What follows belongs to an exercise in optimizing a design on an open flow for small area and a short achievable clock period; a production flow would make more cautious choices. Function was checked by simulation only, so behaviour that the tests miss may differ from the original. Power and IR drop assume default switching activity.

**config.mk**
```make
export PLATFORM = sky130hd
export DESIGN_NAME = signedMultiplier16
export DESIGN_NICKNAME = signedMultiplier16
export VERILOG_FILES = /design/flow/design.v
export SDC_FILE = /design/flow/constraint.sdc
export NUM_CORES = 4
export LEC_CHECK = 0
export CAP_MARGIN = 20
export CORE_MARGIN = 2
export CORE_UTILIZATION = 40
export SLEW_MARGIN = 20
```
**constraint.sdc**
```tcl
create_clock -name core_clock -period 8.8 [get_ports {clk}]
set_input_delay 1.7600 -clock core_clock [delete_from_list [all_inputs] [get_ports {clk}]]
set_output_delay 1.7600 -clock core_clock [all_outputs]
set_load 0.01 [all_outputs]
```
**design.v**
```verilog
package multPkg;
  typedef logic signed [16-1:0] operandT;
  typedef logic [16-1:0] magnitudeT;
  typedef logic [8-1:0] quarterT;
  typedef logic [2*8-1:0] quarterProductT;
  typedef logic signed [32-1:0] productT;
  typedef struct packed {
    magnitudeT aMag;
    magnitudeT bMag;
    logic      negate;
  } prepWordT;
  function automatic logic [1:0] fullAdd(input logic x, input logic y, input logic z);
    logic sum;
    logic carry;
    sum   = x ^ y ^ z;
    carry = (x & y) | (x & z) | (y & z);
    fullAdd = {carry, sum};
  endfunction
  function automatic logic [1:0] halfAdd(input logic x, input logic y);
    logic sum;
    logic carry;
    sum   = x ^ y;
    carry = x & y;
    halfAdd = {carry, sum};
  endfunction
endpackage
module operandPrep (
  input  logic              clk,
  input  logic              rstN,
  input  multPkg::operandT  opA,
  input  multPkg::operandT  opB,
  input  logic              inValid,
  output multPkg::prepWordT prep,
  output logic              prepValid
);
  logic      signA;
  logic      signB;
  multPkg::magnitudeT aMag;
  multPkg::magnitudeT bMag;
  multPkg::prepWordT  prepNext;
  assign signA = opA[16-1];
  assign signB = opB[16-1];
  assign aMag = signA ? ~opA + 1'b1 : opA;
  assign bMag = signB ? ~opB + 1'b1 : opB;
  assign prepNext.aMag   = aMag;
  assign prepNext.bMag   = bMag;
  assign prepNext.negate = signA ^ signB;
  always_ff @(posedge clk)
  begin
    if (!rstN)
    begin
      prepValid <= 1'b0;
    end
    else
    begin
      prepValid <= inValid;
    end
  end
  always_ff @(posedge clk)
  begin
    if (inValid)
    begin
      prep <= prepNext;
    end
  end
endmodule
module daddaTree8 (
  input  logic                    clk,
  input  multPkg::quarterT        a,
  input  multPkg::quarterT        b,
  output multPkg::quarterProductT quarterProduct
);
  logic [7:0]     pp [8];
  logic [0:5]     s1;
  logic [0:5]     c1;
  logic [0:13]    s2;
  logic [0:13]    c2;
  logic [0:9]     s3;
  logic [0:9]     c3;
  logic [0:11]    s4;
  logic [0:11]    c4;
  logic [0:13]    c5;
  multPkg::quarterProductT sumWord;
  for (genvar row = 0; row < 8; row++)
  begin : genRow
    for (genvar col = 0; col < 8; col++)
    begin : genCol
      assign pp[row][col] = a[col] & b[row];
    end
  end
  assign {c1[0], s1[0]} = multPkg::halfAdd(pp[6][0], pp[5][1]);
  assign {c1[1], s1[1]} = multPkg::fullAdd(pp[7][0], pp[6][1], pp[5][2]);
  assign {c1[2], s1[2]} = multPkg::halfAdd(pp[4][3], pp[3][4]);
  assign {c1[3], s1[3]} = multPkg::fullAdd(pp[7][1], pp[6][2], pp[5][3]);
  assign {c1[4], s1[4]} = multPkg::halfAdd(pp[4][4], pp[3][5]);
  assign {c1[5], s1[5]} = multPkg::fullAdd(pp[7][2], pp[6][3], pp[5][4]);
  assign {c2[0], s2[0]}   = multPkg::halfAdd(pp[4][0], pp[3][1]);
  assign {c2[1], s2[1]}   = multPkg::fullAdd(pp[5][0], pp[4][1], pp[3][2]);
  assign {c2[2], s2[2]}   = multPkg::halfAdd(pp[2][3], pp[1][4]);
  assign {c2[3], s2[3]}   = multPkg::fullAdd(s1[0], pp[4][2], pp[3][3]);
  assign {c2[4], s2[4]}   = multPkg::fullAdd(pp[2][4], pp[1][5], pp[0][6]);
  assign {c2[5], s2[5]}   = multPkg::fullAdd(s1[1], s1[2], c1[0]);
  assign {c2[6], s2[6]}   = multPkg::fullAdd(pp[2][5], pp[1][6], pp[0][7]);
  assign {c2[7], s2[7]}   = multPkg::fullAdd(s1[3], s1[4], c1[1]);
  assign {c2[8], s2[8]}   = multPkg::fullAdd(c1[2], pp[2][6], pp[1][7]);
  assign {c2[9], s2[9]}   = multPkg::fullAdd(s1[5], c1[3], c1[4]);
  assign {c2[10], s2[10]} = multPkg::fullAdd(pp[4][5], pp[3][6], pp[2][7]);
  assign {c2[11], s2[11]} = multPkg::fullAdd(pp[7][3], c1[5], pp[6][4]);
  assign {c2[12], s2[12]} = multPkg::fullAdd(pp[5][5], pp[4][6], pp[3][7]);
  assign {c2[13], s2[13]} = multPkg::fullAdd(pp[7][4], pp[6][5], pp[5][6]);
  assign {c3[0], s3[0]} = multPkg::halfAdd(pp[3][0], pp[2][1]);
  assign {c3[1], s3[1]} = multPkg::fullAdd(s2[0], pp[2][2], pp[1][3]);
  assign {c3[2], s3[2]} = multPkg::fullAdd(s2[1], s2[2], c2[0]);
  assign {c3[3], s3[3]} = multPkg::fullAdd(c2[1], c2[2], s2[3]);
  assign {c3[4], s3[4]} = multPkg::fullAdd(c2[3], c2[4], s2[5]);
  assign {c3[5], s3[5]} = multPkg::fullAdd(c2[5], c2[6], s2[7]);
  assign {c3[6], s3[6]} = multPkg::fullAdd(c2[7], c2[8], s2[9]);
  assign {c3[7], s3[7]} = multPkg::fullAdd(c2[9], c2[10], s2[11]);
  assign {c3[8], s3[8]} = multPkg::fullAdd(c2[11], c2[12], s2[13]);
  assign {c3[9], s3[9]} = multPkg::fullAdd(pp[7][5], pp[6][6], pp[5][7]);
  assign {c4[0], s4[0]}   = multPkg::halfAdd(pp[2][0], pp[1][1]);
  assign {c4[1], s4[1]}   = multPkg::fullAdd(s3[0], pp[1][2], pp[0][3]);
  assign {c4[2], s4[2]}   = multPkg::fullAdd(c3[0], s3[1], pp[0][4]);
  assign {c4[3], s4[3]}   = multPkg::fullAdd(c3[1], s3[2], pp[0][5]);
  assign {c4[4], s4[4]}   = multPkg::fullAdd(c3[2], s3[3], s2[4]);
  assign {c4[5], s4[5]}   = multPkg::fullAdd(c3[3], s3[4], s2[6]);
  assign {c4[6], s4[6]}   = multPkg::fullAdd(c3[4], s3[5], s2[8]);
  assign {c4[7], s4[7]}   = multPkg::fullAdd(c3[5], s3[6], s2[10]);
  assign {c4[8], s4[8]}   = multPkg::fullAdd(c3[6], s3[7], s2[12]);
  assign {c4[9], s4[9]}   = multPkg::fullAdd(c3[7], s3[8], pp[4][7]);
  assign {c4[10], s4[10]} = multPkg::fullAdd(c3[8], s3[9], c2[13]);
  assign {c4[11], s4[11]} = multPkg::fullAdd(c3[9], pp[7][6], pp[6][7]);
  assign sumWord[0] = pp[0][0];
  assign {c5[0], sumWord[1]}   = multPkg::halfAdd(pp[1][0], pp[0][1]);
  assign {c5[1], sumWord[2]}   = multPkg::fullAdd(s4[0], pp[0][2], c5[0]);
  assign {c5[2], sumWord[3]}   = multPkg::fullAdd(c4[0], s4[1], c5[1]);
  assign {c5[3], sumWord[4]}   = multPkg::fullAdd(c4[1], s4[2], c5[2]);
  assign {c5[4], sumWord[5]}   = multPkg::fullAdd(c4[2], s4[3], c5[3]);
  assign {c5[5], sumWord[6]}   = multPkg::fullAdd(c4[3], s4[4], c5[4]);
  assign {c5[6], sumWord[7]}   = multPkg::fullAdd(c4[4], s4[5], c5[5]);
  assign {c5[7], sumWord[8]}   = multPkg::fullAdd(c4[5], s4[6], c5[6]);
  assign {c5[8], sumWord[9]}   = multPkg::fullAdd(c4[6], s4[7], c5[7]);
  assign {c5[9], sumWord[10]}  = multPkg::fullAdd(c4[7], s4[8], c5[8]);
  assign {c5[10], sumWord[11]} = multPkg::fullAdd(c4[8], s4[9], c5[9]);
  assign {c5[11], sumWord[12]} = multPkg::fullAdd(c4[9], s4[10], c5[10]);
  assign {c5[12], sumWord[13]} = multPkg::fullAdd(c4[10], s4[11], c5[11]);
  assign {c5[13], sumWord[14]} = multPkg::fullAdd(c4[11], pp[7][7], c5[12]);
  assign sumWord[15] = c5[13];
  always_ff @(posedge clk)
  begin
    quarterProduct <= sumWord;
  end
endmodule
module productMerge (
  input  logic                    clk,
  input  logic                    rstN,
  input  logic [4-1:0][2*8-1:0] quarterProducts,
  input  logic                    negate,
  input  logic                    prepValid,
  output multPkg::productT        product,
  output logic                    outValid
);
  logic           negateD;
  logic           validD;
  multPkg::quarterProductT lowLow;
  multPkg::quarterProductT lowHigh;
  multPkg::quarterProductT highLow;
  multPkg::quarterProductT highHigh;
  multPkg::quarterProductT upperRow;
  multPkg::quarterProductT sumRow;
  multPkg::quarterProductT carryRow;
  logic [21:0]    rippleCarry;
  multPkg::productT        magnitude;
  assign lowLow   = quarterProducts[0];
  assign lowHigh  = quarterProducts[1];
  assign highLow  = quarterProducts[2];
  assign highHigh = quarterProducts[3];
  assign upperRow = {highHigh[7:0], lowLow[15:8]};
  always_comb
  begin : mergeRows
    logic [1:0] topPair;
    magnitude[7:0] = lowLow[7:0];
    for (int k = 0; k < 16; k++)
    begin
      {carryRow[k], sumRow[k]} = multPkg::fullAdd(upperRow[k], lowHigh[k], highLow[k]);
    end
    magnitude[8] = sumRow[0];
    {rippleCarry[0], magnitude[9]} = multPkg::halfAdd(sumRow[1], carryRow[0]);
    for (int k = 1; k < 15; k++)
    begin
      {rippleCarry[k], magnitude[k + 9]} = multPkg::fullAdd(sumRow[k + 1], carryRow[k], rippleCarry[k - 1]);
    end
    {rippleCarry[15], magnitude[24]} = multPkg::fullAdd(highHigh[8], carryRow[15], rippleCarry[14]);
    for (int k = 16; k < 22; k++)
    begin
      {rippleCarry[k], magnitude[k + 9]} = multPkg::halfAdd(highHigh[k - 7], rippleCarry[k - 1]);
    end
    topPair = multPkg::halfAdd(highHigh[15], rippleCarry[21]);
    magnitude[31] = topPair[0];
  end
  always_ff @(posedge clk)
  begin
    if (!rstN)
    begin
      validD   <= 1'b0;
      outValid <= 1'b0;
    end
    else
    begin
      validD   <= prepValid;
      outValid <= validD;
    end
  end
  always_ff @(posedge clk)
  begin
    negateD <= negate;
    if (validD)
    begin
      product <= negateD ? ~magnitude + 1'b1 : magnitude;
    end
  end
endmodule
module signedMultiplier16 (
  input  logic             clk,
  input  logic             rstN,
  input  multPkg::operandT opA,
  input  multPkg::operandT opB,
  input  logic             inValid,
  output multPkg::productT product,
  output logic             outValid
);
  multPkg::prepWordT       prep;
  logic           prepValid;
  logic [4-1:0][2*8-1:0] quarterProducts;
  operandPrep operandPrep_inst (
    .clk       (clk),
    .rstN      (rstN),
    .opA       (opA),
    .opB       (opB),
    .inValid   (inValid),
    .prep      (prep),
    .prepValid (prepValid)
  );
  for (genvar i = 0; i < 4; i++)
  begin : genTree
    daddaTree8 daddaTree8_inst (
      .clk            (clk),
      .a              (prep.aMag[(i / 2) * 8 +: 8]),
      .b              (prep.bMag[(i % 2) * 8 +: 8]),
      .quarterProduct (quarterProducts[i])
    );
  end
  productMerge productMerge_inst (
    .clk             (clk),
    .rstN            (rstN),
    .quarterProducts (quarterProducts),
    .negate          (prep.negate),
    .prepValid       (prepValid),
    .product         (product),
    .outValid        (outValid)
  );
endmodule
```
**run.sh**
```bash
#!/bin/bash
# synth_recipe.tcl (not shown) runs the flow's synth.tcl, then flattens the netlist and writes it again
# the make line also repeats each setting of config.mk as NAME=value (left out here)
make -C /OpenROAD-flow-scripts/flow DESIGN_CONFIG=/design/flow/config.mk WORK_HOME=/design/flow/orfs CLKGATE_MAP_FILE= SYNTH_SCRIPT=/design/flow/synth_recipe.tcl finish
```
==> results.txt <==
-- state kept, by name, indices dropped and copies added (netlist names) --
signal / count
operandPrep_inst.prepValid: 1
productMerge_inst.product: 32
productMerge_inst.negateD: 1
productMerge_inst.validD: 1
genTree.daddaTree8_inst.quarterProduct: 64
operandPrep_inst.prep: 33
productMerge_inst.outValid: 1
-- report_power, final --
group	switching (mW)	internal, mW
Combinational	1.67	1.42
Sequential	0.180	0.997
Clock	0.305	0.442
Total	2.15	2.86
-- metrics by stage --
stage	hold WS, ps	instances	total power [mW]	setup WS [ps]
floorplan	323	1120	3.23	28.2
finish	436	1579	5.01	285
global placement	421	1547	4.21	-254
global route	452	1579	5.53	46.9
CTS	440	1579	5.06	25.8
detailed placement	424	1547	4.25	-368
-- cell families (layout without fill, tap and decap cells) --
logic type / count (synthesis) / count (layout) / share of synthesized area, %
AND/OR/NAND/NOR: 337 / 337 / 16.3
adder cells (fa/ha/maj): 266 / 266 / 40.9
buffers and inverters: 278 / 347 / 8.61
XOR/XNOR: 57 / 57 / 4.09
AO/OA/AOI/OAI: 49 / 49 / 2.98
flip-flops: 133 / 133 / 27.1
-- routing by layer --
layer  vias up  track usage (%)
li1       3475                -
met4         0             4.20
met1      3743             23.6
met5         -                0
met2       144             26.1
met3        21             3.10
-- placed cells by master (no fill, tap or decap), drive strengths merged, types with 5 or more instances in the layout --
cell type / count
o21ai: 19
fa: 223
nand2b: 5
o31ai: 16
and2: 223
nand3: 7
nor4: 5
xnor2: 42
inv: 248
buf: 8
o41ai: 9
edfxtp: 65
nand2: 67
ha: 43
nor2: 10
dfxtp: 68
xor2: 15
clkbuf: 18
clkdlybuf4s50: 67
-- what timing repair did --
item,CTS,global route
pin swaps,2,4
gates resized for setup,8,7
cloned,0,0
endpoints found under the hold margin,0,0
setup endpoints to repair,3,3
hold buffers,0,0
-- worst max-delay path: cells and delay by family, from the launching register on --
family	cells	cell delay, ps
buf+inv	4	250
simple gates	2	370
fa+ha+maj	23	7080
compound gates	1	180
xor+xnor	1	80
flops	1	310
-- cell type report --
type	count	area, um^2	share of cell area (%)
clock inverters	14	158	1.13
inverters	240	901	6.46
clock buffers	18	450	3.23
multi-input cells	709	7900	56.7
repair buffers	75	731	5.24
flip-flops and latches	133	3310	23.8
well taps	390	488	3.50
-- worst max-delay path by stage --
stage | from | end | slack, ps | cells after the start
2_1_floorplan | genTree[0].daddaTree8_inst.quarterProduct[9]$_DFF_P_ | productMerge_inst.product[31]$_DFFE_PP_ | 30 | 31
3_3_place_gp | genTree[0].daddaTree8_inst.quarterProduct[9]$_DFF_P_ | productMerge_inst.product[31]$_DFFE_PP_ | -250 | 31
3_5_place_dp | genTree[0].daddaTree8_inst.quarterProduct[9]$_DFF_P_ | productMerge_inst.product[31]$_DFFE_PP_ | -370 | 31
4_1_cts | genTree[0].daddaTree8_inst.quarterProduct[9]$_DFF_P_ | productMerge_inst.product[31]$_DFFE_PP_ | 30 | 31
5_1_grt | genTree[0].daddaTree8_inst.quarterProduct[9]$_DFF_P_ | productMerge_inst.product[31]$_DFFE_PP_ | 50 | 31
6_report | genTree[0].daddaTree8_inst.quarterProduct[9]$_DFF_P_ | productMerge_inst.product[31]$_DFFE_PP_ | 280 | 31
==> impl_metrics.tcl <==
set metrics [dict create \
    status "finished clean" \
    cts_max_level 4 \
    met2_length_um 11000 \
    synth_top_area_cell "fa_1" \
    relSlewSlack_pct 53.2 \
    p_leak_nw 6.12 \
    vias_per_cell 4.68 \
    dpl_cell_area_um2 13300 \
    fin_crit_sh_pct 96.8 \
    critical_path_arrival_ps 8690 \
    synthFlopType "dfxtp_1" \
    fillCellCount 2817 \
    initial_core_util_pct 40.9 \
    tns_ps 0 \
    worstRegToRegCells 31 \
    clk_pin_slew_worst_paths_ps 70 \
    rows 63 \
    vias 7383 \
    drc 0 \
    synth-async-reset-ratio_pct 0 \
    syn_area_per_cell_um2 10.9 \
    worst_pin_slew_ps 702 \
    synth_seq_area_share_pct 27.1 \
    fin_area_um2 13900 \
    worstPathRequired_ps 8980 \
    post_cts_buffers 0 \
    chipHeight_um 179 \
    yosysTopAreaCellShare_pct 36.5 \
    die_x_um 179 \
    postRouteAntennaNets 0 \
    clock_skew_ps 10.3 \
    synth_common_cells "inv_1 (240), and2_1 (223), fa_1 (223), dfxtp_1 (68), nand2_1 (66)" \
    wl_per_cell_um 15.4 \
    ir_worst_vdd_uv 210 \
    grt_overflow_total 0 \
    reg2reg_from "genTree[0].daddaTree8_inst.quarterProduct[9]$_DFF_P_" \
    critPathKind "register to register" \
    cts_buffer_depth 2 \
    syn_inst 1120 \
    timing.final.hold_violations 0 \
    grt_pass1_vias 7775 \
    top_layer "met4" \
    worstReg2RegEnd "productMerge_inst.product[31]$_DFFE_PP_" \
    wl_um 24300 \
    worstPathMaxFanout 2 \
    synth-edff-count 65 \
    startpoint_type "register" \
    first_pass_iters 5 \
    synth_warnings 4 \
    clk_latency_ps 430 \
    drive_above_1_share_pct 5.97 \
    antenna_cells 0 \
    fp.coreArea_um2 29900 \
    hold_depth 1 \
    nNetsFinal 1477 \
    gp_congestion 0.837 \
    yosysUniqueCellTypes 39 \
    cts_tree "built" \
    drv_slew 0 \
    drtIter0Drc 312 \
    cts_num_sinks 133 \
    crit_slowest_cell "fa_1" \
    ios 68 \
    report.final.setup_viol 0 \
    slowest_delay_ps 470 \
    dieArea_um2 32000 \
    numCtsBuffers 17 \
    portBuffers 67 \
    grt_start_max_net_pins 35 \
    min_from "operandPrep_inst.prepValid$_SDFF_PN0_" \
    synth-seq-cells 133 \
    synth.most_common_cell "inv_1" \
    wl_met1_um 12000 \
    rsz0062_at_grt "no" \
    syn_area_um2 12200 \
    root_buffer "clkbuf_16" \
    synth.area.top_cells "fa_1 (37%), edfxtp_1 (16%), and2_1 (11%)" \
    maxCapViolCount 0 \
    grt_util_all_layers_pct 16.5 \
    grt_antenna_before_repair 0 \
    dr_wl_met3_um 1000 \
    hp-class "register to register" \
    syn_nets 1421 \
    area_growth_pct 14.1 \
    hpwl_um 18700 \
    final_core_util_pct 46.7 \
    grt_pass1_wl_um 40200 \
    fin_crit_ps 8520 \
    cp-end-kind "register" \
    holdPathEnd "productMerge_inst.validD$_SDFF_PN0_" \
    power.density_nw_per_um2 360 \
    rrSetupSlack_ps 280 \
    max_freq_mhz 117 \
    path_common_cell "fa_2" \
]

==> static timing again, ports no longer ideal <==
No port has a modelled driver above. Below, the same layout with a new extraction and two added sets of constraints. Step 1 sets driving cells, clkbuf_16 on the clock port and buf_2 on the other inputs (assumed; they add their load-dependent delay and slew). Step 2, shift: input delay + t, output delay - t, t = (earliest + latest rising clock arrival at the registers) / 2. This alone moves slack from input paths to output paths. Slacks: ideal / step 1 / step 2; pairs: ideal / step 1.
t (ns): 0.470
slack for setup (ns): 0.285 / 0.285 / 0.285
slew at the worst register clock pin (ns): 0.07 / 0.07
worst slew at a driven data input, ns: 0.04
pins driven straight from the clock port: 1
After both steps setup and hold are still met in this run. The setup slack of this run moves by 0.000 ns with the drivers and by 0.000 ns with both steps.
